Context: an optimization exercise on an open-source flow, tuned for small area, a short achievable clock period and few clock cycles per item. The choices shown serve that exercise and are no tape-out recipe.
RTL that was checked went through simulation tests only; none was proved equivalent to the original.
For run 1, only the layout was checked, not whether the RTL still works.

[flow/run.sh]
#!/bin/bash
# synth_recipe.tcl (not shown) runs the flow's synth.tcl, then flattens the netlist and writes it again
# the make line also repeats each setting of config.mk as NAME=value (left out here)
make -C /OpenROAD-flow-scripts/flow DESIGN_CONFIG=/design/flow/config.mk WORK_HOME=/design/flow/orfs CLKGATE_MAP_FILE= SYNTH_SCRIPT=/design/flow/synth_recipe.tcl finish
[flow/config.mk]
export PLATFORM = sky130hd
export DESIGN_NAME = seq_alu_hs
export DESIGN_NICKNAME = seq_alu_hs
export VERILOG_FILES = /design/flow/design.v
export SDC_FILE = /design/flow/constraint.sdc
export NUM_CORES = 4
export LEC_CHECK = 0
export CAP_MARGIN = 20
export CORE_MARGIN = 2
export CORE_UTILIZATION = 40
export PLACE_DENSITY = 0.45
export SETUP_SLACK_MARGIN = 3.5
export SLEW_MARGIN = 20
[flow/constraint.sdc]
create_clock -name core_clock -period 10.0 [get_ports {clk}]
set_input_delay 2.0000 -clock core_clock [delete_from_list [all_inputs] [get_ports {clk}]]
set_output_delay 2.0000 -clock core_clock [all_outputs]
set_load 0.01 [all_outputs]
[flow/design.v]
package alu_pkg;
   typedef enum logic [2:0] {add, sub, mul, div, sl, sr} opcode_t;
   typedef enum logic {sign, unsign} operand_type_t;
   typedef enum logic [2:0] {IDLE, MUL, DNORM, DIV, DFIXQ, DFIXR} state_t;
   typedef enum logic [1:0] {U0, UA, UHI} usel_t;
   typedef enum logic [2:0] {WB, WD, WA, WLO, WHI} wsel_t;
endpackage
module seq_bitlen #(
   parameter int WIDTH = 32
) (
   input  logic [WIDTH-1:0]       v,
   output logic [$clog2(WIDTH):0] len
);
   always_comb begin
      len = '0;
      for (int i = 0; i < WIDTH; i++)
         if (v[i]) len = ($clog2(WIDTH)+1)'(i + 1);
   end
endmodule
module seq_alu_hs #(
   parameter int WIDTH = 32
) (
   input  logic                 clk,
   input  logic                 rst_n,
   input  logic                 in_valid,
   output logic                 in_ready,
   input  logic [2:0]           in_opc,
   input  logic                 in_op_type,
   input  logic [WIDTH-1:0]     in_op_a,
   input  logic [WIDTH-1:0]     in_op_b,
   output logic                 out_valid,
   input  logic                 out_ready,
   output logic [2*WIDTH-1:0]   out_result,
   output logic                 out_dz,
   output logic                 busy
);
   alu_pkg::state_t  state, state_nx;
   logic        v1;                 
   logic [2:0]  opc;
   logic        sgn;
   logic [31:0] oa, ob;             
   logic        sa, sb, accept, idle, start, fin, dz;
   logic [63:0] p;                  
   logic [1:0]  mcnt;
   logic [4:0]  dcnt;
   logic        q_neg, r_neg;
   logic        ds;                 
   logic        norm_go;
   assign sa       = sgn & oa[31];
   assign sb       = sgn & ob[31];
   assign idle     = state == alu_pkg::IDLE;
   assign start    = v1 && idle && (!out_valid || out_ready);
   logic        single, fin_m, m_early, one_step;
   assign m_early  = oa[31:11] == {21{sa}};
   assign one_step = single || (opc == alu_pkg::mul && m_early);
   assign in_ready = !v1 || fin_m || (idle && one_step && (!out_valid || out_ready));
   assign accept   = in_valid && in_ready;
   assign busy     = v1;
   assign dz       = ob == '0;
   assign out_result = p;
   alu_pkg::usel_t   c_usel, n_usel;
   alu_pkg::wsel_t   c_wsel, n_wsel;
   logic             c_inv, n_inv;       
   logic             c_m0, n_m0;         
   logic             c_norm, n_norm;     
   alu_pkg::state_t  f_state;            
   logic [2:0]       f_opc;
   logic             f_sgn, f_sa, f_sb, f_dz;
   always_comb begin
      f_state = state_nx;
      if (accept) begin
         f_opc = in_opc;
         f_sgn = in_op_type == alu_pkg::sign;
         f_sa  = f_sgn & in_op_a[31];
         f_sb  = f_sgn & in_op_b[31];
         f_dz  = in_op_b == '0;
      end else begin
         f_opc = opc;
         f_sgn = sgn;
         f_sa  = sa;
         f_sb  = sb;
         f_dz  = dz;
      end
      n_usel = alu_pkg::U0;
      n_wsel = alu_pkg::WB;
      n_inv  = 1'b1;
      n_m0   = f_state == alu_pkg::IDLE;
      n_norm = 1'b0;
      case (f_state)
         alu_pkg::IDLE:
            case (f_opc)
               alu_pkg::add: begin n_usel = alu_pkg::UA; n_inv = 1'b0; end
               alu_pkg::sub: n_usel = alu_pkg::UA;
               alu_pkg::div: begin
                  n_wsel = alu_pkg::WA;    
                  n_norm = !f_sa && !f_dz;  
               end
               default: ;
            endcase
         alu_pkg::DNORM: n_norm = 1'b1;
         alu_pkg::DIV: begin
            n_usel = alu_pkg::UHI;
            n_wsel = alu_pkg::WD;
            n_inv  = !(start ? sb : ds);
         end
         alu_pkg::DFIXQ: n_wsel = alu_pkg::WLO;
         alu_pkg::DFIXR: n_wsel = alu_pkg::WHI;
         default: ;
      endcase
   end
   logic [33:0] ad_u, ad_w, z;
   always_comb begin
      case (c_usel)
         alu_pkg::UA:  ad_u = {sa, sa, oa};
         alu_pkg::UHI: ad_u = {2'b00, p[63:32]};
         default:      ad_u = '0;
      endcase
      case (c_wsel)
         alu_pkg::WB:  ad_w = {sb, sb, ob};
         alu_pkg::WD:  ad_w = {ds, ds, ob};
         alu_pkg::WA:  ad_w = {2'b00, oa};
         alu_pkg::WLO: ad_w = {2'b00, p[31:0]};
         default:      ad_w = {2'b00, p[63:32]};
      endcase
   end
   assign z = ad_u + (ad_w ^ {34{c_inv}}) + {33'd0, c_inv};
   logic [32:0] m_x;
   logic [33:0] m_acc;
   logic [45:0] y;
   assign m_x   = {sb, ob};
   assign m_acc = c_m0 ? 34'd0 : p[63:30];
   logic [5:0]  bs_one, bs_two, bs_neg;
   logic [5:0]  e_one, e_two, e_neg;
   logic [11:0] e_bits;
   logic        e_low;
   assign e_bits = accept ? in_op_a[11:0] : oa[23:12];
   assign e_low  = accept ? 1'b0 : oa[11];
   always_comb
      for (int j = 0; j < 6; j++) begin
         logic b2, b1, b0;
         b2 = e_bits[2*j+1];
         b1 = e_bits[2*j];
         b0 = (j == 0) ? e_low : e_bits[2*j-1];
         e_one[j] = b1 ^ b0;
         e_two[j] = (b2 & ~b1 & ~b0) | (~b2 & b1 & b0);
         e_neg[j] = b2 & ~(b1 & b0);
      end
   localparam logic [45:0] K = 46'h2AAA_0000_0000;
   logic [45:0] rows [6];
   logic [45:0] negs;
   always_comb begin
      negs = '0;
      for (int j = 0; j < 6; j++) begin
         logic [34:0] sel;
         sel = bs_one[j] ? {{2{m_x[32]}}, m_x} : bs_two[j] ? {m_x[32], m_x, 1'b0} : 35'd0;
         sel = sel ^ {35{bs_neg[j]}};
         rows[j] = {11'd0, ~sel[34], sel[33:0]} << (2*j);
         negs[2*j] = bs_neg[j];
      end
   end
   assign y = {12'd0, ~m_acc[33], m_acc[32:0]} + rows[0] + rows[1] + rows[2] + rows[3] + rows[4] + rows[5]
              + negs + K;
   logic [31:0] sh_in, sh_w, sh_rev, oa_rev, ob_rev;
   logic [4:0]  sh_amt, dm;
   logic        sh_ar;
   always_comb
      for (int i = 0; i < 32; i++) begin
         oa_rev[i] = oa[31-i];
         ob_rev[i] = ob[31-i];
         sh_rev[i] = sh_w[31-i];
      end
   assign sh_in  = c_norm ? ob_rev : (opc == alu_pkg::sl) ? oa_rev : oa;
   assign sh_amt = c_norm ? dm : ob[4:0];
   assign sh_ar  = !c_norm && opc == alu_pkg::sr && sa;
   assign sh_w   = 32'({{32{sh_ar}}, sh_in} >> sh_amt);
   logic [5:0]  la_in, lbn_in, la_r, lb_r;
   logic [31:0] la_v, lb_v;
   logic        in_sb;
   assign in_sb = in_op_type == alu_pkg::sign && in_op_b[31];
   assign la_v  = accept ? in_op_a : z[31:0];
   assign lb_v  = in_sb ? ~in_op_b : in_op_b;
   seq_bitlen #(.WIDTH(32)) u_la (.v(la_v), .len(la_in));
   seq_bitlen #(.WIDTH(32)) u_lb (.v(lb_v), .len(lbn_in));
   always_ff @(posedge clk) begin
      if (accept || (start && opc == alu_pkg::div && sa)) la_r <= la_in;
      if (accept) lb_r <= (lbn_in == '0) ? 6'd1 : lbn_in;
   end
   assign dm = la_r > lb_r ? 5'(la_r - lb_r) : 5'd0;
   assign norm_go = c_norm && (start || state == alu_pkg::DNORM);
   always_comb begin
      state_nx = state;
      fin_m    = 1'b0;
      case (state)
         alu_pkg::IDLE:
            if (start) begin
               if (opc == alu_pkg::mul) begin
                  if (!m_early) state_nx = alu_pkg::MUL;
               end else if (!single) state_nx = sa ? alu_pkg::DNORM : alu_pkg::DIV;
            end
         alu_pkg::MUL:
            if (mcnt == 2'd2 || m_early) begin
               state_nx = alu_pkg::IDLE;
               fin_m    = 1'b1;
            end
         alu_pkg::DNORM: state_nx = alu_pkg::DIV;
         alu_pkg::DIV:
            if (dcnt == '0) begin
               if (q_neg)      state_nx = alu_pkg::DFIXQ;
               else if (r_neg) state_nx = alu_pkg::DFIXR;
               else begin
                  state_nx = alu_pkg::IDLE;
                  fin_m    = 1'b1;
               end
            end
         alu_pkg::DFIXQ:
            if (r_neg) state_nx = alu_pkg::DFIXR;
            else begin
               state_nx = alu_pkg::IDLE;
               fin_m    = 1'b1;
            end
         default: begin
            state_nx = alu_pkg::IDLE;
            fin_m    = 1'b1;
         end
      endcase
   end
   assign fin = fin_m || (start && one_step);
   always_ff @(posedge clk or negedge rst_n)
      if (!rst_n) begin
         state     <= alu_pkg::IDLE;
         v1        <= 1'b0;
         out_valid <= 1'b0;
      end else begin
         state <= state_nx;
         if (accept)   v1 <= 1'b1;
         else if (fin) v1 <= 1'b0;
         if (fin)            out_valid <= 1'b1;
         else if (out_ready) out_valid <= 1'b0;
      end
   logic [63:0] p_nx;
   logic        p_lo_en, p_mid_en, p_top_en, p_hi_en;    
   logic        mul_step, mul_sel, mul_last;
   assign mul_sel  = (idle && opc == alu_pkg::mul) || state == alu_pkg::MUL;
   assign mul_step = (start && opc == alu_pkg::mul) || state == alu_pkg::MUL;
   assign mul_last = state == alu_pkg::MUL && mcnt == 2'd2;
   always_comb begin
      p_nx = p;
      if (c_norm)
         p_nx = {oa, 32'd0};
      else
         case (state)
            alu_pkg::IDLE:
               case (opc)
                  alu_pkg::add, alu_pkg::sub: p_nx = {{30{z[33]}}, z};
                  alu_pkg::sl:                p_nx = {{32{sgn & sh_rev[31]}}, sh_rev};
                  alu_pkg::sr:                p_nx = {{32{sgn & sh_w[31]}}, sh_w};
                  default:                    p_nx = {oa, 32'hFFFF_FFFF};
               endcase
            alu_pkg::DIV:   p_nx = {z[33] ? p[63:32] : z[31:0], p[30:0], ~z[33]};
            alu_pkg::DFIXQ: p_nx[31:0] = z[31:0];
            default:        p_nx[63:32] = z[31:0];
         endcase
      if (mul_sel) begin
         p_nx[11:0]  = y[11:0];
         p_nx[23:12] = y[11:0];
         p_nx[29:24] = y[5:0];
         p_nx[63:30] = mul_last ? y[39:6] : y[45:12];
         if (m_early && !mul_last) begin
            if (idle) begin
               p_nx[23:12] = y[23:12];
               p_nx[29:24] = y[29:24];
               p_nx[63:30] = {{18{y[45]}}, y[45:30]};
            end else begin
               p_nx[29:24] = y[17:12];
               p_nx[63:30] = {{6{y[45]}}, y[45:18]};
            end
         end
      end
   end
   always_comb begin
      p_lo_en  = 1'b0;
      p_mid_en = 1'b0;
      p_top_en = 1'b0;
      p_hi_en  = 1'b0;
      if (start) begin
         p_lo_en  = !(opc == alu_pkg::div && !dz && sa);
         p_mid_en = p_lo_en && (opc != alu_pkg::mul || m_early);
         p_top_en = p_mid_en;
         p_hi_en  = p_lo_en;
      end else if (state == alu_pkg::MUL) begin
         p_mid_en = !mul_last;
         p_top_en = mul_last || m_early;
         p_hi_en  = 1'b1;
      end else if (!idle) begin
         p_lo_en  = 1'b1;
         p_mid_en = 1'b1;
         p_top_en = 1'b1;
         p_hi_en  = 1'b1;
      end
   end
   always_ff @(posedge clk) begin
      if (p_lo_en)  p[11:0]  <= p_nx[11:0];
      if (p_mid_en) p[23:12] <= p_nx[23:12];
      if (p_top_en) p[29:24] <= p_nx[29:24];
      if (p_hi_en)  p[63:30] <= p_nx[63:30];
      c_usel <= n_usel;
      c_wsel <= n_wsel;
      c_inv  <= n_inv;
      c_m0   <= n_m0;
      c_norm <= n_norm;
      if (start) begin
         out_dz <= opc == alu_pkg::div && dz;
         q_neg  <= sa ^ sb;
         r_neg  <= sa;
         ds     <= sb;
         mcnt   <= 2'd1;
      end else if (state == alu_pkg::MUL) mcnt <= mcnt + 2'd1;
      if (accept || mul_step) begin
         bs_one <= e_one;
         bs_two <= e_two;
         bs_neg <= e_neg;
      end
      if (norm_go) dcnt <= dm;
      else if (state == alu_pkg::DIV) dcnt <= dcnt - 5'd1;
      if (accept) begin
         single <= !(in_opc == alu_pkg::mul || (in_opc == alu_pkg::div && in_op_b != '0));
         opc <= in_opc;
         sgn <= in_op_type == alu_pkg::sign;
         oa  <= in_op_a;
         ob  <= in_op_b;
      end else begin
         if ((start && opc == alu_pkg::mul) || state == alu_pkg::MUL)
            oa <= {{12{sa}}, oa[31:12]};
         else if (start && opc == alu_pkg::div && sa)
            oa <= z[31:0];
         if (norm_go) ob <= sh_rev;
         else if (state == alu_pkg::DIV) ob <= {ds, ob[31:1]};
      end
   end
endmodule
==> reports/qor.json, run 1 <==
{
  "outcome": "finished clean",
  "drt-initial-drc-count": 3793,
  "gpl.final_weighted_congestion": 1.03,
  "row_count": 103,
  "synth-seq-area-share_pct": 17.3,
  "gr_util_all_layers_pct": 39.3,
  "ctsHtreeMaxLevel": 4,
  "first_pass_iters": 8,
  "grt.overflow.total": 0,
  "worst-setup-path-type": "reg -> reg",
  "critical_path_at_ps": 6580,
  "netlist-cell-type-count": 103,
  "wire_length_of_the_first_global_routing_pass_mm": 230,
  "pin_count_of_the_biggest_net_entering_global_routing": 88,
  "final-setup-viol-count": 0,
  "worstHoldPathType": "reg -> reg",
  "final-hold-violation-count": 0,
  "fin_worst_skew_ps": 21.8,
  "num-nets-final": 4519,
  "timing.final.crit_share_pct": 63.3,
  "ff2ff_path_depth": 21,
  "clock_latency_late_sink_ps": 530,
  "timing.critical_path.mode_cell": "fa_1",
  "cts_buffer_depth": 2,
  "worst_hold_path.num_cells": 2,
  "ioPinCount": 140,
  "dp_cells": 5136,
  "ctsRootBufferMaster": "clkbuf_16",
  "finalWorstPathRequiredPeriod_ps": 6330,
  "layout.cells.most_common": "nand2_1",
  "postRouteAntennaNets": 0,
  "initial_utilization_pct": 40.2,
  "critical-path-max-stage-delay_ps": 530,
  "achievable-frequency_mhz": 158,
  "layout.cells.non_filler": 5194,
  "antenna_found_initial": 12,
  "cts_made_buffers": 17,
  "tritoncts": "built",
  "wire_length_per_cell_after_detailed_routing_um": 31.2,
  "cell_breakdown_of_the_critical_path": "buf_8, nand2_1, o21ai_0, xnor2_1, fa_1, fa_1, fa_1, inv_1, fa_1, ha_1, and4_1, o21a_1, o31ai_2, a21oi_4, a21oi_1, o21ai_1, xor2_2, a21oi_1, o21ai_0, a221oi_1, a311oi_1",
  "max_slew.worst_pin.slew_ps": 1230,
  "via_count": 32500,
  "critical_path.endpoint_type": "flop",
  "final_tns_setup_ps": 0,
  "cap_viol_max_count": 0,
  "cts_hold_buf": 0,
  "hpwl_mm": 120,
  "area_growth_syn_to_layout_pct": 10.8,
  "syn_inst": 4200,
  "post_drt_via_cell_ratio": 6.25,
  "synth.net_count": 4590,
  "required_ps": 10250,
  "place.port_buffers": 139,
  "full_die_area_mm2": 0.0812,
  "worst_path_max_delay_cell": "fa_1",
  "drv_slew": 0,
  "remaining_drc_errors": 0,
  "finalHoldWorstSlack_ps": 510,
  "grt_setup_unrepaired": "true",
  "clkSlewWorstSetupHoldPaths_ps": 90,
  "drive_gt1_share_pct": 7.65,
  "floorplan.die.width_um": 285,
  "clkSinkCount": 187,
  "critical_path_peak_fanout": 33,
  "count_of_flip_flops_with_a_built_in_enable_after_synthesis": 168,
  "synthFlopType": "edfxtp_1",
  "die_height_um": 285,
  "routed_wirelength_mm": 162,
  "syn-mean-instance-area_um2": 7.52,
  "grt_pass1_vias": 30700,
  "finish.utilization_pct": 44.5,
  "synth-seq-cells": 187,
  "slew-limit-headroom_pct": 17.3,
  "ys.warnings.count": 3,
  "ys_async_sr_fraction_pct": 2.67,
  "worst_setup_start_kind": "flop",
  "commonest_cells_after_routing_fill_and_taps_aside": "719 x nand2_1, 422 x o21ai_0, 267 x inv_1",
  "synthesis.area_mm2": 0.0316,
  "coreArea_mm2": 0.0786
}
flip-flops by register name, indices dropped and copies added, names as in the netlist, 2 cells and up:
register / count
bs_neg: 6
p: 64
lb_r: 6
bs_one: 6
ob: 32
c_usel: 2
dcnt: 5
mcnt: 2
state: 3
bs_two: 6
oa: 32
opc: 3
la_r: 6
c_wsel: 3
cell type report:
class	instances	area, um^2
fillers	8069	43600
multi-input cells	3367	23900
flip-flops and latches	187	5460
repair buffers	283	2680
well taps	1050	1310
inverters	273	1030
clock buffers	18	429
clock inverters	14	190
diodes	2	5.00
path summary, 6_finish.rpt:
kind	startpoint	to	slack, ps
worst max-delay path	bs_two[2]$_DFFE_PP_	p[47]$_DFFE_PP_	3670
worst min-delay path	mcnt[0]$_SDFFE_PP1P_	mcnt[0]$_SDFFE_PP1P_	510
worst max register to register	bs_two[2]$_DFFE_PP_	p[47]$_DFFE_PP_	3670
worst min register to register	mcnt[0]$_SDFFE_PP1P_	mcnt[0]$_SDFFE_PP1P_	510
max in group asynchronous	rst_n	state[2]$_DFF_PN0_	8060
min in group asynchronous	rst_n	v1$_DFFE_PN0P_	1720
logic make-up (layout without fill, tap and decap cells):
group                      count (synthesis)  count (layout)  share of synthesized area, %
AOI/OAI and AO/OA                       1244            1244                          25.1
xor gates and xnor gates                 312             312                          8.66
adders and majority gates                318             318                          16.5
buffers and inverters                    646             588                          8.07
DFF                                      187             187                          17.3
muxes                                    192             192                          6.37
other                                      0               2                             0
and+or+nand+nor                         1301            1301                          18.0
metrics by stage:
stage	worst slack [ps]	instance area [um^2]
6_report	3670	35000
5_1_grt	3410	35000
4_1_cts	3500	34700
3_5_place_dp	2830	33800
3_3_place_gp	2820	33800
2_1_floorplan	4040	31600
cell usage after synthesis (9+ instances only):
library cell | instances | area share, %
buf_6 | 9 | 0.32
buf_1 | 42 | 0.50
a211o_1 | 13 | 0.36
nor2_1 | 238 | 2.8
and2_1 | 21 | 0.42
o21bai_1 | 14 | 0.33
buf_2 | 20 | 0.32
fa_1 | 165 | 10
a22o_1 | 37 | 1.0
xor2_1 | 85 | 2.4
nor4_1 | 20 | 0.40
ha_1 | 153 | 6.1
and3_1 | 16 | 0.32
nand4_1 | 23 | 0.46
a21oi_1 | 252 | 4.0
o21ai_0 | 435 | 6.9
a221oi_1 | 37 | 1.0
clkbuf_1 | 294 | 3.5
edfxtp_1 | 168 | 16
o221ai_1 | 34 | 0.94
a21boi_0 | 18 | 0.43
nor2b_1 | 53 | 1.1
a221o_1 | 9 | 0.29
or3_1 | 30 | 0.59
mux2i_1 | 146 | 4.6
o22ai_1 | 26 | 0.52
a21o_1 | 59 | 1.4
nor3_1 | 64 | 1.0
xnor2_1 | 227 | 6.3
nand2b_1 | 11 | 0.22
nand3_1 | 54 | 0.86
nand2_1 | 720 | 8.6
inv_1 | 267 | 3.2
dfxtp_1 | 14 | 0.89
a31oi_1 | 55 | 1.1
a211oi_1 | 57 | 1.4
a22oi_1 | 11 | 0.26
o31ai_1 | 17 | 0.40
mux2_2 | 42 | 1.5
o211ai_1 | 40 | 0.95
o21a_1 | 30 | 0.71
critical path: cells and delay by family (launching register included):
| family | cells | cell delay [ps] |
|---|---|---|
| AO/OA/AOI/OAI | 10 | 2010 |
| adder cells (fa/ha/maj) | 5 | 2420 |
| buffers and inverters | 2 | 320 |
| AND/OR/NAND/NOR | 2 | 460 |
| XOR/XNOR | 2 | 400 |
| flip-flops | 1 | 370 |
per-layer routing:
layer / vias to the layer above / GRT usage [%] / wire, um
li1: 14600 / - / -
met1: 15700 / 51.7 / 66400
met2: 1764 / 57.4 / 67600
met3: 437 / 9.32 / 14900
met4: 2 / 26.3 / 13100
met5: - / 0 / 13
repair_timing:
item / in CTS / in global routing
setup endpoints to repair: 41 / 39
pin swaps: 0 / 3
gates cloned: 0 / 0
resized for setup: 23 / 57
setup buffers: 19 / 2
==> run 2, diff against run 1 <==
--- a/flow/design.v
+++ b/flow/design.v
@@ -1,7 +1,7 @@
 package alu_pkg;
    typedef enum logic [2:0] {add, sub, mul, div, sl, sr} opcode_t;
    typedef enum logic {sign, unsign} operand_type_t;
-   typedef enum logic [2:0] {IDLE, MUL, DNORM, DIV, DFIXQ, DFIXR} state_t;
+   typedef enum logic [2:0] {IDLE, MUL, DIV, DFIXQ, DFIXR} state_t;
    typedef enum logic [1:0] {U0, UA, UHI} usel_t;
    typedef enum logic [2:0] {WB, WD, WA, WLO, WHI} wsel_t;
 endpackage
@@ -93,11 +93,10 @@
                alu_pkg::sub: n_usel = alu_pkg::UA;
                alu_pkg::div: begin
                   n_wsel = alu_pkg::WA;    
-                  n_norm = !f_sa && !f_dz;  
+                  n_norm = !f_dz;           
                end
                default: ;
             endcase
-         alu_pkg::DNORM: n_norm = 1'b1;
          alu_pkg::DIV: begin
             n_usel = alu_pkg::UHI;
             n_wsel = alu_pkg::WD;
@@ -175,18 +174,20 @@
    assign sh_w   = 32'({{32{sh_ar}}, sh_in} >> sh_amt);
    logic [5:0]  la_in, lbn_in, la_r, lb_r;
    logic [31:0] la_v, lb_v;
-   logic        in_sb;
+   logic        in_sa, in_sb, in_pw;
+   assign in_sa = in_op_type == alu_pkg::sign && in_op_a[31];
    assign in_sb = in_op_type == alu_pkg::sign && in_op_b[31];
-   assign la_v  = accept ? in_op_a : z[31:0];
+   assign in_pw = ((~in_op_a >> 1) & in_op_a) == '0;
+   assign la_v  = in_sa ? ~in_op_a : in_op_a;
    assign lb_v  = in_sb ? ~in_op_b : in_op_b;
    seq_bitlen #(.WIDTH(32)) u_la (.v(la_v), .len(la_in));
    seq_bitlen #(.WIDTH(32)) u_lb (.v(lb_v), .len(lbn_in));
    always_ff @(posedge clk) begin
-      if (accept || (start && opc == alu_pkg::div && sa)) la_r <= la_in;
+      if (accept) la_r <= la_in + {5'd0, in_sa & in_pw};
       if (accept) lb_r <= (lbn_in == '0) ? 6'd1 : lbn_in;
    end
    assign dm = la_r > lb_r ? 5'(la_r - lb_r) : 5'd0;
-   assign norm_go = c_norm && (start || state == alu_pkg::DNORM);
+   assign norm_go = c_norm && start;
    always_comb begin
       state_nx = state;
       fin_m    = 1'b0;
@@ -195,14 +196,13 @@
             if (start) begin
                if (opc == alu_pkg::mul) begin
                   if (!m_early) state_nx = alu_pkg::MUL;
-               end else if (!single) state_nx = sa ? alu_pkg::DNORM : alu_pkg::DIV;
+               end else if (!single) state_nx = alu_pkg::DIV;
             end
          alu_pkg::MUL:
             if (mcnt == 2'd2 || m_early) begin
                state_nx = alu_pkg::IDLE;
                fin_m    = 1'b1;
             end
-         alu_pkg::DNORM: state_nx = alu_pkg::DIV;
          alu_pkg::DIV:
             if (dcnt == '0) begin
                if (q_neg)      state_nx = alu_pkg::DFIXQ;
@@ -246,7 +246,7 @@
    always_comb begin
       p_nx = p;
       if (c_norm)
-         p_nx = {oa, 32'd0};
+         p_nx = {sa ? z[31:0] : oa, 32'd0};
       else
          case (state)
             alu_pkg::IDLE:
@@ -283,7 +283,7 @@
       p_top_en = 1'b0;
       p_hi_en  = 1'b0;
       if (start) begin
-         p_lo_en  = !(opc == alu_pkg::div && !dz && sa);
+         p_lo_en  = 1'b1;
          p_mid_en = p_lo_en && (opc != alu_pkg::mul || m_early);
          p_top_en = p_mid_en;
          p_hi_en  = p_lo_en;
@@ -331,8 +331,6 @@
       end else begin
          if ((start && opc == alu_pkg::mul) || state == alu_pkg::MUL)
             oa <= {{12{sa}}, oa[31:12]};
-         else if (start && opc == alu_pkg::div && sa)
-            oa <= z[31:0];
          if (norm_go) ob <= sh_rev;
          else if (state == alu_pkg::DIV) ob <= {ds, ob[31:1]};
       end
==> reports/qor.json, run 2 <==
{
  "slew-limit-headroom_pct": 20.6,
  "timing.critical_path.mode_cell": "fa_1",
  "gpl.final_weighted_congestion": 1.07,
  "num-nets-final": 4542,
  "remaining_drc_errors": 0,
  "outcome": "finished clean",
  "postRouteAntennaNets": 0,
  "worst-setup-path-type": "reg -> reg",
  "critical_path.endpoint_type": "flop",
  "synthDominantCellAreaShare_pct": 16.1,
  "wire_length_of_the_first_global_routing_pass_mm": 243,
  "row_count": 102,
  "antenna_found_initial": 14,
  "final-setup-viol-count": 0,
  "required_ps": 10360,
  "layout.cells.most_common": "nand2_1",
  "die_height_um": 284,
  "count_of_flip_flops_with_a_built_in_enable_after_synthesis": 168,
  "area_growth_syn_to_layout_pct": 13.6,
  "ctsHtreeMaxLevel": 4,
  "synthFlopType": "edfxtp_1",
  "drive_gt1_share_pct": 9.44,
  "final-hold-violation-count": 0,
  "synth-seq-area-share_pct": 17.4,
  "r2r_end": "p[34]$_DFFE_PP_",
  "finalWorstPathRequiredPeriod_ps": 6400,
  "cap_viol_max_count": 0,
  "netlist-cell-type-count": 90,
  "syn_inst": 4148,
  "ys_async_sr_fraction_pct": 2.67,
  "gr_util_all_layers_pct": 41.8,
  "place.port_buffers": 139,
  "via_count": 34500,
  "worst_path_max_delay_cell": "edfxtp_1",
  "finalHoldWorstSlack_ps": 498,
  "achievable-frequency_mhz": 156,
  "cts_buffer_depth": 2,
  "ff_to_ff_setup_slack_ps": 3600,
  "groute.layer.met2.usage_pct": 59.3,
  "max_slew.worst_pin.slew_ps": 1190,
  "cell_breakdown_of_the_critical_path": "buf_4, buf_4, nand2_1, o21ai_0, xor2_1, fa_1, inv_1, fa_1, fa_1, inv_1, fa_1, ha_2, nand2_1, o31a_1, or3_1, nand3b_1, a21oi_1, xnor2_1, nand2_1, a21oi_1, nor2_1, a21oi_1",
  "tritoncts": "built",
  "largest-register": "p",
  "post_drt_via_cell_ratio": 6.62,
  "netlist.top_cell.by_area": "edfxtp_1",
  "clock_latency_late_sink_ps": 520,
  "final.fill_count": 7801,
  "routed_wirelength_mm": 175,
  "critical_path_at_ps": 6760,
  "ioPinCount": 140,
  "synth_commonest_cells": "596 x nand2_1, 365 x o21ai_0, 309 x clkbuf_1",
  "syn-mean-instance-area_um2": 7.56,
  "pin_count_of_the_biggest_net_entering_global_routing": 66,
  "ctsRootBufferMaster": "clkbuf_16",
  "worst_setup_start_kind": "flop",
  "first_pass_iters": 9,
  "ff2ff_path_depth": 22,
  "final-seq-area_mm2": 0.00546,
  "grt.overflow.total": 0,
  "met3_usage_pct": 11.3,
  "synthMostInstantiatedCell": "nand2_1",
  "largest_register_ffs": 64,
  "timing.critical_path.to": "p[34]$_DFFE_PP_",
  "floorplan.die.width_um": 284,
  "full_die_area_mm2": 0.0806,
  "cts_made_buffers": 17,
  "critical-path-max-stage-delay_ps": 630,
  "clkSinkCount": 187,
  "synth.net_count": 4539,
  "fin_worst_skew_ps": 15.9,
  "critical_path_peak_fanout": 7,
  "worstHoldPathType": "reg -> reg",
  "final_tns_setup_ps": 0,
  "synthesis.area_mm2": 0.0313,
  "crit_path_start": "ob[12]$_DFFE_PP_",
  "commonest_cells_after_routing_fill_and_taps_aside": "594 x nand2_1, 346 x o21ai_0, 294 x a21oi_1",
  "grt_use_met1_pct": 56.8,
  "grt_setup_unrepaired": "true",
  "multi_input_comb_area_mm2": 0.0239,
  "drt-initial-drc-count": 4798,
  "cts_hold_buf": 0,
  "drv_slew": 0,
  "finish.utilization_pct": 46.0,
  "grt_pass1_vias": 31900,
  "synth.area.top_cells": "edfxtp_1 16%, fa_1 11%, nand2_1 7.1%",
  "ys.warnings.count": 3,
  "wire_length_per_cell_after_detailed_routing_um": 33.6,
  "coreArea_mm2": 0.0775,
  "initial_utilization_pct": 40.5,
  "hpwl_mm": 128,
  "timing.final.crit_share_pct": 64.0,
  "busiest_layer": "met2",
  "synth-seq-cells": 187,
  "reg_top3": "p x64, oa x32, ob x32",
  "clkSlewWorstSetupHoldPaths_ps": 100,
  "worstReg2RegStart": "ob[12]$_DFFE_PP_"
}
-- run 2: cell families (layout without fill, tap and decap cells) --
family                   count (synthesis)  in the layout  share of synthesized area (%)
buffers and inverters                  649            664                           8.05
other                                    0              9                              0
AO/OA/AOI/OAI                         1279           1280                           26.2
XOR/XNOR                               314            314                           8.77
flip-flops                             187            187                           17.4
multiplexers                           163            163                           5.40
AND/OR/NAND/NOR                       1237           1237                           17.5
adder cells (fa/ha/maj)                319            319                           16.7
-- run 2: layout make-up --
cell class / count / area share (%)
repair buffers: 348 / 8.95
clock buffers: 17 / 1.19
clock inverters: 15 / 0.583
inverters: 284 / 3.02
flip-flops and latches: 187 / 15.3
well taps: 1040 / 3.65
diodes: 9 / 0.0632
multi-input cells: 3313 / 67.2
-- run 2: per-stage QoR --
step	setup slack [ps]	cell area, um^2	cells
after global placement	2550	33600	5083
after floorplan	3670	31300	4148
after CTS	3440	35000	5186
after detailed placement	2490	33600	5083
after global routing	3430	35600	5204
final	3600	35600	5213
-- run 2: what timing repair did --
item	CTS	global route
setup endpoints to repair	49	43
buffers inserted	71	17
pin swaps	1	14
cloned	0	1
resized for setup	39	93
-- run 2: critical path: cells and delay by family, from the launching register on --
kind	cells	cell delay, ps
fa+ha+maj	5	2250
compound gates	5	1130
simple gates	6	950
xor+xnor	2	860
flops	1	630
buf+inv	4	420
-- run 2: routing by layer --
metal,part of all wire [%],vias to the layer above
met5,0.037,-
met4,6.9,10
met3,12,542
met2,41,2490
met1,40,16900
li1,-,14600
-- run 2: worst min path at each step --
stage / from / endpoint / slack (ps) / cells after the start
after floorplan: mcnt[1]$_SDFFE_PP0P_ / mcnt[1]$_SDFFE_PP0P_ / 460 / 2
after global placement: mcnt[1]$_SDFFE_PP0P_ / mcnt[1]$_SDFFE_PP0P_ / 470 / 2
after detailed placement: mcnt[1]$_SDFFE_PP0P_ / mcnt[1]$_SDFFE_PP0P_ / 480 / 2
after CTS: mcnt[1]$_SDFFE_PP0P_ / mcnt[1]$_SDFFE_PP0P_ / 500 / 2
after global routing: mcnt[1]$_SDFFE_PP0P_ / mcnt[1]$_SDFFE_PP0P_ / 540 / 2
final: mcnt[1]$_SDFFE_PP0P_ / mcnt[1]$_SDFFE_PP0P_ / 500 / 2
Testbench counts of run 2, summed over its fixed seeds: cycles 20,080, items 12,000.
==> run 3, diff against run 2 <==
==> flow/flow/run.sh (new file) <==
#!/bin/bash
set -e
echo 'export BUFFER_PORTS_ARGS = -buffer_cell sky130_fd_sc_hd__buf_1' >> config.mk
bash standard.sh > standard.log 2>&1
==> flow/standard.sh (new file) <==
#!/bin/bash
# synth_recipe.tcl (not shown) runs the flow's synth.tcl, then flattens the netlist and writes it again
# the make line also repeats each setting of config.mk as NAME=value (left out here)
make -C /OpenROAD-flow-scripts/flow DESIGN_CONFIG=/design/flow/config.mk WORK_HOME=/design/flow/orfs CLKGATE_MAP_FILE= SYNTH_SCRIPT=/design/flow/synth_recipe.tcl "${@:-finish}"
--- a/flow/config.mk
+++ b/flow/config.mk
@@ -11,3 +11,4 @@
 export PLACE_DENSITY = 0.45
 export SETUP_SLACK_MARGIN = 3.5
 export SLEW_MARGIN = 20
+export BUFFER_PORTS_ARGS = -buffer_cell sky130_fd_sc_hd__buf_1
removed: flow/run.sh
==> reports/qor.json, run 3 <==
{
  "grt_pass1_vias": 31500,
  "layout_setup_ws_ps": 3580,
  "cts_made_buffers": 17,
  "worst-setup-path-type": "reg -> reg",
  "netlist-cell-type-count": 90,
  "clkSinkCount": 187,
  "count_of_flip_flops_with_a_built_in_enable_after_synthesis": 168,
  "multi_input_comb_area_mm2": 0.0238,
  "pin_count_of_the_biggest_net_entering_global_routing": 76,
  "grt_setup_unrepaired": "true",
  "synthDominantCellAreaShare_pct": 16.1,
  "synthMostInstantiatedCell": "nand2_1",
  "cap_viol_max_count": 0,
  "largest-register": "p",
  "wire_length_per_cell_after_detailed_routing_um": 32.6,
  "post_drt_via_cell_ratio": 6.56,
  "ys.warnings.count": 3,
  "postRouteAntennaNets": 0,
  "syn-mean-instance-area_um2": 7.56,
  "ys_async_sr_fraction_pct": 2.67,
  "antenna_found_initial": 8,
  "via_count": 33900,
  "final-seq-area_mm2": 0.00546,
  "syn_inst": 4148,
  "drv_slew": 0,
  "num-nets-final": 4500,
  "drive_gt1_share_pct": 8.10,
  "synthFlopType": "edfxtp_1",
  "tritoncts": "built",
  "clock_latency_late_sink_ps": 530,
  "place.port_buffers": 139,
  "drt-initial-drc-count": 5077,
  "wire_length_of_the_first_global_routing_pass_mm": 237,
  "timing.final.crit_share_pct": 64.2,
  "place_ws_ps": 2740,
  "worstHoldPathType": "reg -> reg",
  "achievable-frequency_mhz": 156,
  "area_growth_syn_to_layout_pct": 9.72,
  "worst_setup_start_kind": "flop",
  "final_tns_setup_ps": 0,
  "final-hold-violation-count": 0,
  "coreArea_mm2": 0.0775,
  "synth_commonest_cells": "596 x nand2_1, 365 x o21ai_0, 309 x clkbuf_1",
  "cts_hold_buf": 0,
  "hpwl_mm": 126,
  "finalWorstPathRequiredPeriod_ps": 6420,
  "synth.area.top_cells": "edfxtp_1 16%, fa_1 11%, nand2_1 7.1%",
  "remaining_drc_errors": 0,
  "reg_top3": "p x64, oa x32, ob x32",
  "slew-limit-headroom_pct": 22.4,
  "floorplan.die.width_um": 284,
  "ioPinCount": 140,
  "synthesis.area_mm2": 0.0313,
  "routed_wirelength_mm": 169,
  "critical_path.endpoint_type": "flop",
  "layout.cells.most_common": "nand2_1",
  "initial_utilization_pct": 40.5,
  "critical_path_at_ps": 6690,
  "largest_register_ffs": 64,
  "outcome": "finished clean",
  "gpl.final_weighted_congestion": 1.03,
  "synth-seq-cells": 187,
  "netlist.top_cell.by_area": "edfxtp_1",
  "final-setup-viol-count": 0,
  "gr_util_all_layers_pct": 40.5,
  "synth-seq-area-share_pct": 17.4,
  "critical_path_peak_fanout": 29,
  "cts_buffer_depth": 2,
  "final.fill_count": 7988,
  "grt.overflow.total": 0,
  "ctsHtreeMaxLevel": 4,
  "fin_worst_skew_ps": 25.7,
  "clkSlewWorstSetupHoldPaths_ps": 110,
  "ctsRootBufferMaster": "clkbuf_16",
  "required_ps": 10270,
  "full_die_area_mm2": 0.0806,
  "first_pass_iters": 7,
  "row_count": 102,
  "commonest_cells_after_routing_fill_and_taps_aside": "595 x nand2_1, 349 x o21ai_0, 292 x a21oi_1",
  "max_slew.worst_pin.slew_ps": 1160,
  "synth.net_count": 4539,
  "die_height_um": 284
}
## run 3: layer usage
| layer | GRT usage, % | up-vias | wire length, um |
|---|---|---|---|
| met5 | 0 | - | 11 |
| met4 | 20.8 | 2 | 10100 |
| met3 | 11.2 | 425 | 20700 |
| met2 | 56.3 | 2427 | 68100 |
| met1 | 56.7 | 16500 | 69600 |
| li1 | - | 14500 | - |
## run 3: worst paths after layout
kind                                          to  slack [ps]            startpoint  depth (start not counted)
max                              p[44]$_DFFE_PP_        3580   bs_one[1]$_DFFE_PP_                         23
min                         mcnt[1]$_SDFFE_PP0P_         520  mcnt[1]$_SDFFE_PP0P_                          2
max reg2reg                      p[44]$_DFFE_PP_        3580   bs_one[1]$_DFFE_PP_                         23
min reg2reg                 mcnt[1]$_SDFFE_PP0P_         520  mcnt[1]$_SDFFE_PP0P_                          2
max in group asynchronous     state[1]$_DFF_PN0_        8440                 rst_n                          1
min in group asynchronous  out_valid$_DFFE_PN0P_        1340                 rst_n                          1
## run 3: logic make-up (layout without fill, tap and decap cells)
group / Yosys count / in the layout / synth area share [%]
adders and majority gates: 319 / 319 / 16.7
DFF: 187 / 187 / 17.4
and+or+nand+nor: 1237 / 1237 / 17.5
muxes: 163 / 163 / 5.40
buffers and inverters: 649 / 623 / 8.05
xor gates and xnor gates: 314 / 314 / 8.77
AOI/OAI and AO/OA: 1279 / 1279 / 26.2
other: 0 / 4 / 0
## run 3: through the flow
stage	hold WS (ps)	util, %	area (um^2)	instances
finish	518	44.4	34400	5166
global route	544	44.4	34400	5162
CTS	522	43.7	33800	5141
detailed placement	497	42.3	32700	5082
global placement	475	42.2	32700	5081
floorplan	459	-	31300	4148
## run 3: critical path, cell delays in order (launching register included)
cell,delay (ps)
edfxtp_1,410
buf_4,160
buf_12,150
o21ai_0,240
xor2_1,130
fa_1,560
inv_1,60
fa_1,450
fa_1,510
inv_1,50
fa_1,480
ha_1,410
nand3_1,130
nor2_1,50
a211o_1,300
a221oi_4,390
nand2_1,130
o2111ai_1,210
nand2b_1,90
xnor2_1,490
nor2_1,80
a21oi_1,150
o221ai_1,180
a211o_1,330
## run 3: cell type report
class	count	area share, %
Tap cell	1040	3.78
Clock buffer	17	1.24
Sequential cell	187	15.9
Inverter	284	3.12
Antenna cell	4	0.0291
Clock inverter	15	0.669
Multi-Input combinational cell	3312	69.1
Timing Repair Buffer	307	6.18
## run 3: what timing repair did
| item | CTS | global route |
|---|---|---|
| cloned | 0 | 1 |
| endpoints found under the hold margin | 0 | 0 |
| buffers inserted | 27 | 19 |
| pin swaps | 1 | 25 |
| setup endpoints to repair | 44 | 41 |
| resized for setup | 45 | 94 |
==> run 4, diff against run 3 <==
--- a/flow/config.mk
+++ b/flow/config.mk
@@ -5,6 +5,7 @@
 export SDC_FILE = /design/flow/constraint.sdc
 export NUM_CORES = 4
 export LEC_CHECK = 0
+export ABC_AREA = 1
 export CAP_MARGIN = 20
 export CORE_MARGIN = 2
 export CORE_UTILIZATION = 40
==> reports/qor.json, run 4 <==
{
  "clkSinkCount": 187,
  "critical_path_at_ps": 6710,
  "remaining_drc_errors": 0,
  "clock_latency_late_sink_ps": 520,
  "synthFlopType": "edfxtp_1",
  "final-hold-violation-count": 0,
  "commonest_cells_after_routing_fill_and_taps_aside": "795 x nand2_1, 679 x inv_1, 650 x o21ai_0",
  "worst-setup-path-type": "reg -> reg",
  "syn-mean-instance-area_um2": 6.77,
  "synthDominantCellAreaShare_pct": 16.4,
  "achievable-frequency_mhz": 155,
  "synth-seq-cells": 187,
  "ctsRootBufferMaster": "clkbuf_16",
  "outcome": "finished clean",
  "post_drt_via_cell_ratio": 6.04,
  "cts_made_buffers": 17,
  "critical_path.endpoint_type": "flop",
  "synth-seq-area-share_pct": 17.7,
  "grt.overflow.total": 0,
  "largest_register_ffs": 64,
  "gpl.final_weighted_congestion": 1.12,
  "tritoncts": "built",
  "first_pass_iters": 9,
  "ctsHtreeMaxLevel": 4,
  "max_slew.worst_pin.slew_ps": 1160,
  "largest-register": "p",
  "worst_path_max_delay_cell": "fa_1",
  "fin_area_mm2": 0.0342,
  "critical-path-max-stage-delay_ps": 530,
  "routed_wirelength_mm": 170,
  "final-seq-area_mm2": 0.00545,
  "cts_hold_buf": 0,
  "hpwl_mm": 131,
  "initial_utilization_pct": 40.4,
  "dp_cells": 5525,
  "crit_family": "adder cells",
  "row_count": 101,
  "pin_count_of_the_biggest_net_entering_global_routing": 64,
  "worst_hold_path.num_cells": 2,
  "fin_worst_skew_ps": 38.4,
  "r2r_end": "p[37]$_DFFE_PP_",
  "postPlaceCellArea_mm2": 0.0321,
  "layout.cells.most_common": "nand2_1",
  "postRouteAntennaNets": 0,
  "synth.area.top_cells": "edfxtp_1 16%, o21ai_0 11%, fa_1 11%",
  "gr_util_all_layers_pct": 41.9,
  "coreArea_mm2": 0.0759,
  "synth.net_count": 4924,
  "ff_to_ff_setup_slack_ps": 3550,
  "layout.cells.non_filler": 5664,
  "critical_path_peak_fanout": 31,
  "cp.buffers_inverters": 9,
  "clkSlewWorstSetupHoldPaths_ps": 110,
  "ys_async_sr_fraction_pct": 2.67,
  "synthesis.area_mm2": 0.0307,
  "floorplan.die.width_um": 281,
  "worstHoldStart": "mcnt[0]$_SDFFE_PP1P_",
  "worst_setup_start_kind": "flop",
  "multi_input_comb_area_mm2": 0.0219,
  "worstReg2RegStart": "bs_one[0]$_DFFE_PP_",
  "required_ps": 10250,
  "count_of_flip_flops_with_a_built_in_enable_after_synthesis": 168,
  "slew-limit-headroom_pct": 21.8,
  "num-nets-final": 5007,
  "area_growth_syn_to_layout_pct": 11.4,
  "ff2ff_path_depth": 27,
  "timing.final.crit_share_pct": 64.5,
  "netlist-cell-type-count": 66,
  "cts_buffer_depth": 2,
  "worstHoldPathType": "reg -> reg",
  "grt_pass1_vias": 31600,
  "timing.critical_path.mode_cell": "inv_1",
  "wire_length_per_cell_after_detailed_routing_um": 30.0,
  "full_die_area_mm2": 0.0790,
  "synth_commonest_cells": "803 x nand2_1, 698 x inv_1, 676 x o21ai_0",
  "die_height_um": 281,
  "cap_viol_max_count": 0,
  "ys.warnings.count": 3,
  "grt_setup_unrepaired": "true",
  "hold_path_endpoint": "mcnt[0]$_SDFFE_PP1P_",
  "final.fill_count": 8104,
  "finalWorstPathRequiredPeriod_ps": 6450,
  "wire_length_of_the_first_global_routing_pass_mm": 234,
  "syn_inst": 4533,
  "via_count": 34200,
  "ioPinCount": 140,
  "place.port_buffers": 139,
  "finalHoldWorstSlack_ps": 494,
  "antenna_found_initial": 9,
  "reg_top3": "p x64, oa x32, ob x32",
  "drive_gt1_share_pct": 8.14,
  "final-setup-viol-count": 0,
  "drv_slew": 0,
  "netlist.top_cell.by_area": "edfxtp_1",
  "drt-initial-drc-count": 4440,
  "synthMostInstantiatedCell": "nand2_1",
  "final_tns_setup_ps": 0
}
## run 4: changes by cell type after synthesis, moves of 120 or more
cell / delta
clkbuf_1: -120
inv_1: +419
mux2i_1: -132
nand2_1: +207
o21ai_0: +311
xnor2_1: -215
xor2_1: +258
## run 4: worst min-delay path, delay by kind of cell, from the launching register on
| kind | cells | cell delay, ps |
|---|---|---|
| and+or+nand+nor | 2 | 130 |
| DFF | 1 | 330 |
## run 4: worst max-delay path by stage
stage / startpoint / end / slack (ps) / cells past startpoint
finish: bs_one[0]$_DFFE_PP_ / p[37]$_DFFE_PP_ / 3550 / 27
CTS: p[47]$_DFFE_PP_ / p[42]$_DFFE_PP_ / 3450 / 22
detailed placement: bs_one[1]$_DFFE_PP_ / p[41]$_DFFE_PP_ / 2660 / 28
global placement: bs_one[1]$_DFFE_PP_ / p[41]$_DFFE_PP_ / 2740 / 29
global route: bs_two[0]$_DFFE_PP_ / p[45]$_DFFE_PP_ / 3400 / 32
floorplan: bs_neg[1]$_DFFE_PP_ / p[56]$_DFFE_PP_ / 3990 / 28
## run 4: layout make-up
type	count	share of cell area [%]
well taps	1030	3.77
multi-input cells	3365	64.1
repair inverters	7	0.146
diodes	5	0.0366
repair buffers	316	6.13
clock inverters	15	0.549
clock buffers	17	1.24
inverters	722	8.09
flip-flops and latches	187	15.9
## run 4: through the flow
| stage | setup slack, ps | util [%] |
|---|---|---|
| CTS | 3450 | 44.1 |
| global route | 3400 | 45.0 |
| floorplan | 3990 | - |
| finish | 3550 | 45.0 |
| detailed placement | 2660 | 42.2 |
| global placement | 2740 | 42.2 |
## run 4: timing repair
action	CTS	global route
setup endpoints to repair	50	38
buffers inserted	59	33
gates resized for setup	51	105
gates cloned	6	4
hold endpoints to repair	0	0
pin swaps	2	23
## run 4: routing by layer
metal | global-route usage [%] | share of wire (%) | vias to the layer above
met3 | 12.6 | 12 | 511
met5 | 0 | 0.029 | -
met4 | 25.6 | 7.6 | 6
met2 | 61.6 | 41 | 2239
met1 | 53.7 | 39 | 16300
li1 | - | - | 15200
## run 4: kinds of logic (layout without fill, tap and decap cells)
kind of cell / Yosys count / in the layout / share of synthesized area [%]
buf+inv: 982 / 1077 / 12.4
fa+ha+maj: 319 / 319 / 17.0
simple gates: 1309 / 1310 / 17.7
flops: 187 / 187 / 17.7
xor+xnor: 357 / 357 / 10.2
compound gates: 1379 / 1379 / 25.0
other cells: 0 / 5 / 0
==> run 5, diff against run 4 <==
--- a/flow/design.v
+++ b/flow/design.v
@@ -58,6 +58,17 @@
    assign busy     = v1;
    assign dz       = ob == '0;
    assign out_result = p;
+   logic [31:0] in_a, in_b;
+   logic [1:0]  steps_a, steps_b;
+   logic        in_swap;
+   function automatic logic [1:0] mul_steps(input logic [31:0] v, input logic s);
+      mul_steps = v[31:11] == {21{s}} ? 2'd1 : v[31:23] == {9{s}} ? 2'd2 : 2'd3;
+   endfunction
+   assign steps_a = mul_steps(in_op_a, in_op_type == alu_pkg::sign && in_op_a[31]);
+   assign steps_b = mul_steps(in_op_b, in_op_type == alu_pkg::sign && in_op_b[31]);
+   assign in_swap = in_opc == alu_pkg::mul && steps_b < steps_a;
+   assign in_a    = in_swap ? in_op_b : in_op_a;
+   assign in_b    = in_swap ? in_op_a : in_op_b;
    alu_pkg::usel_t   c_usel, n_usel;
    alu_pkg::wsel_t   c_wsel, n_wsel;
    logic             c_inv, n_inv;       
@@ -132,7 +143,7 @@
    logic [5:0]  e_one, e_two, e_neg;
    logic [11:0] e_bits;
    logic        e_low;
-   assign e_bits = accept ? in_op_a[11:0] : oa[23:12];
+   assign e_bits = accept ? in_a[11:0] : oa[23:12];
    assign e_low  = accept ? 1'b0 : oa[11];
    always_comb
       for (int j = 0; j < 6; j++) begin
@@ -326,8 +337,8 @@
          single <= !(in_opc == alu_pkg::mul || (in_opc == alu_pkg::div && in_op_b != '0));
          opc <= in_opc;
          sgn <= in_op_type == alu_pkg::sign;
-         oa  <= in_op_a;
-         ob  <= in_op_b;
+         oa  <= in_a;
+         ob  <= in_b;
       end else begin
          if ((start && opc == alu_pkg::mul) || state == alu_pkg::MUL)
             oa <= {{12{sa}}, oa[31:12]};
==> reports/qor.json, run 5 <==
{
  "num-nets-final": 5144,
  "hpwl_mm": 139,
  "achievable-frequency_mhz": 155,
  "pin_count_of_the_biggest_net_entering_global_routing": 90,
  "floorplan.die.width_um": 284,
  "synth-seq-cells": 187,
  "final.fill_count": 8451,
  "tritoncts": "built",
  "ioPinCount": 140,
  "netlist.top_cell.by_area": "edfxtp_1",
  "cts_hold_buf": 0,
  "cts_buffer_depth": 2,
  "synthMostInstantiatedCell": "nand2_1",
  "grt_pass1_vias": 33200,
  "via_count": 35900,
  "synth-seq-area-share_pct": 17.3,
  "ys_async_sr_fraction_pct": 2.67,
  "clkSinkCount": 187,
  "ff_to_ff_setup_slack_ps": 3560,
  "synthFlopType": "edfxtp_1",
  "grt_setup_unrepaired": "true",
  "critical_path.endpoint_type": "flop",
  "syn_inst": 4669,
  "ctsHtreeMaxLevel": 4,
  "place.port_buffers": 139,
  "clock_latency_late_sink_ps": 540,
  "final_tns_setup_ps": 0,
  "outcome": "finished clean",
  "ys.warnings.count": 3,
  "finalWorstPathRequiredPeriod_ps": 6440,
  "reg_top3": "p x64, oa x32, ob x32",
  "synth.net_count": 5061,
  "largest_register_ffs": 64,
  "area_growth_syn_to_layout_pct": 11.6,
  "synthDominantCellAreaShare_pct": 16.0,
  "fin_worst_skew_ps": 25.4,
  "worst-setup-path-type": "reg -> reg",
  "layout.cells.most_common": "nand2_1",
  "layout_setup_ws_ps": 3560,
  "worst_setup_start_kind": "flop",
  "gpl.final_weighted_congestion": 1.09,
  "ctsRootBufferMaster": "clkbuf_16",
  "first_pass_iters": 8,
  "syn-mean-instance-area_um2": 6.74,
  "postRouteAntennaNets": 0,
  "timing.critical_path.mode_cell": "inv_1",
  "grt.overflow.total": 0,
  "wire_length_of_the_first_global_routing_pass_mm": 252,
  "place_ws_ps": 2430,
  "count_of_flip_flops_with_a_built_in_enable_after_synthesis": 168,
  "die_height_um": 284,
  "slew-limit-headroom_pct": 20.7,
  "antenna_found_initial": 15,
  "drive_gt1_share_pct": 9.53,
  "synthesis.area_mm2": 0.0315,
  "post_drt_via_cell_ratio": 6.17,
  "routed_wirelength_mm": 185,
  "max_slew.worst_pin.slew_ps": 1190,
  "coreArea_mm2": 0.0776,
  "timing.final.crit_share_pct": 64.4,
  "critical-path-max-stage-delay_ps": 550,
  "remaining_drc_errors": 0,
  "synth.area.top_cells": "edfxtp_1 16%, o21ai_0 11%, fa_1 11%",
  "final-setup-viol-count": 0,
  "final-hold-violation-count": 0,
  "largest-register": "p",
  "netlist-cell-type-count": 75,
  "required_ps": 10280,
  "initial_utilization_pct": 40.5,
  "drt-initial-drc-count": 5232,
  "cap_viol_max_count": 0,
  "worst_path_max_delay_cell": "fa_1",
  "cts_made_buffers": 17,
  "gr_util_all_layers_pct": 44.2,
  "wire_length_per_cell_after_detailed_routing_um": 31.8,
  "drv_slew": 0,
  "full_die_area_mm2": 0.0809,
  "critical_path_peak_fanout": 9,
  "row_count": 102,
  "synth_commonest_cells": "809 x nand2_1, 665 x o21ai_0, 661 x inv_1",
  "worstHoldPathType": "reg -> reg",
  "commonest_cells_after_routing_fill_and_taps_aside": "800 x nand2_1, 633 x o21ai_0, 627 x inv_1",
  "clkSlewWorstSetupHoldPaths_ps": 80,
  "critical_path_at_ps": 6720
}
[run 5: cell count changes after synthesis, moves of 10 or more]
cell       previous run  this run
a22oi_1               7        19
o21ai_2               4        16
o211ai_1             67        54
a21oi_1             326       293
inv_1               698       661
nor2_1              236       348
o22ai_1              40        51
o2111ai_1            15        25
o21ai_0             676       665
o21ai_1              96       135
nand3_1             141       157
o221ai_1             32        13
[run 5: timing repair]
item | CTS | global route
gates resized for setup | 61 | 149
setup buffers | 66 | 53
gates cloned | 6 | 8
hold endpoints to repair | 0 | 0
endpoints found under the setup margin | 46 | 85
pin swaps | 4 | 32
[run 5: logic make-up (layout without fill, tap and decap cells)]
group	Yosys count	in the layout	share of synthesized area, %
simple gates	1447	1448	19.0
compound gates	1384	1384	24.6
buf+inv	971	1066	12.4
xor+xnor	357	357	9.94
fa+ha+maj	320	320	16.7
flops	187	187	17.3
mux	3	3	0.0955
other cells	0	12	0
[run 5: final cells by class]
class	instances	area, um^2	share of cell area [%]
sequential	187	5450	15.5
timing repair buffer	340	2260	6.45
clock inverter	15	195	0.556
tap	1040	1300	3.71
clock buffer	17	425	1.21
inverter	686	2690	7.66
antenna	12	30.0	0.0856
timing repair inverter	8	60.1	0.171
multi-input combinational	3512	22700	64.6
[run 5: final timing paths]
check | start | endpoint | cells past startpoint
worst max-delay path | ob[30]$_DFFE_PP_ | p[47]$_DFFE_PP_ | 27
worst min-delay path | mcnt[0]$_SDFFE_PP1P_ | mcnt[0]$_SDFFE_PP1P_ | 2
worst max register to register | ob[30]$_DFFE_PP_ | p[47]$_DFFE_PP_ | 27
worst min register to register | mcnt[0]$_SDFFE_PP1P_ | mcnt[0]$_SDFFE_PP1P_ | 2
max in group asynchronous | rst_n | state[0]$_DFF_PN0_ | 1
min in group asynchronous | rst_n | v1$_DFFE_PN0P_ | 1
[run 5: per-stage QoR]
step	instances	cell area, um^2	hold WS [ps]	util, %
after floorplan	4669	31500	444	-
after global placement	5639	32600	454	42.0
after detailed placement	5639	32600	459	42.0
after CTS	5743	34000	479	43.8
after global routing	5805	35100	502	45.2
final	5817	35100	479	45.2
[run 5: per-layer routing]
metal / routed length (um) / vias to the layer above / share of wire [%] / global-route usage (%)
met5: 182 / - / 0.098 / 1.31
met4: 17700 / 8 / 9.6 / 36.2
li1: - / 15600 / - / -
met2: 76400 / 2438 / 41 / 63.4
met3: 22100 / 602 / 12 / 13.9
met1: 68800 / 17200 / 37 / 54.0
[run 5: critical path, delay by kind of cell (launching register included)]
family,cells,cell delay [ps]
AOI/OAI and AO/OA,9,1390
xor gates and xnor gates,2,380
adders and majority gates,5,2490
buffers and inverters,7,1090
DFF,1,370
and+or+nand+nor,4,440
Testbench counts of run 5, summed over its fixed seeds: cycles 19,184, items 12,000.

-- what the ideal ports hide --
In the flow no input, the clock included, has a driving cell. The finished layouts below were timed again as built, in two steps. Step 1, drivers: a clkbuf_16 drives clk and a buf_2 each remaining input, both assumed. Step 2 also shifts input and output timing later by t, the mid clock arrival at the registers, as if the neighbouring blocks saw the same clock. Slacks: ideal / step 1 / step 2; pairs: ideal / step 1.
run	t, ns	setup WS [ns]	latest minus earliest clock arrival (ns)	worst register clock-pin slew, ns	worst data-port slew with drivers (ns)
run 1	0.587	3.666 / 3.666 / 3.666	0.022 / 0.022	0.09 / 0.09	0.04
run 2	0.576	3.598 / 3.598 / 3.598	0.016 / 0.016	0.10 / 0.10	0.10
run 3	0.582	3.579 / 3.579 / 3.579	0.026 / 0.026	0.11 / 0.11	0.08
run 4	0.571	3.547 / 3.547 / 3.547	0.038 / 0.038	0.12 / 0.12	0.03
run 5	0.595	3.560 / 3.560 / 3.150	0.026 / 0.026	0.09 / 0.09	0.05
After both steps every run listed still meets setup and hold. For run 5, which loses most, drivers alone change the setup slack by 0.000 ns; drivers and shift together by -0.410 ns.
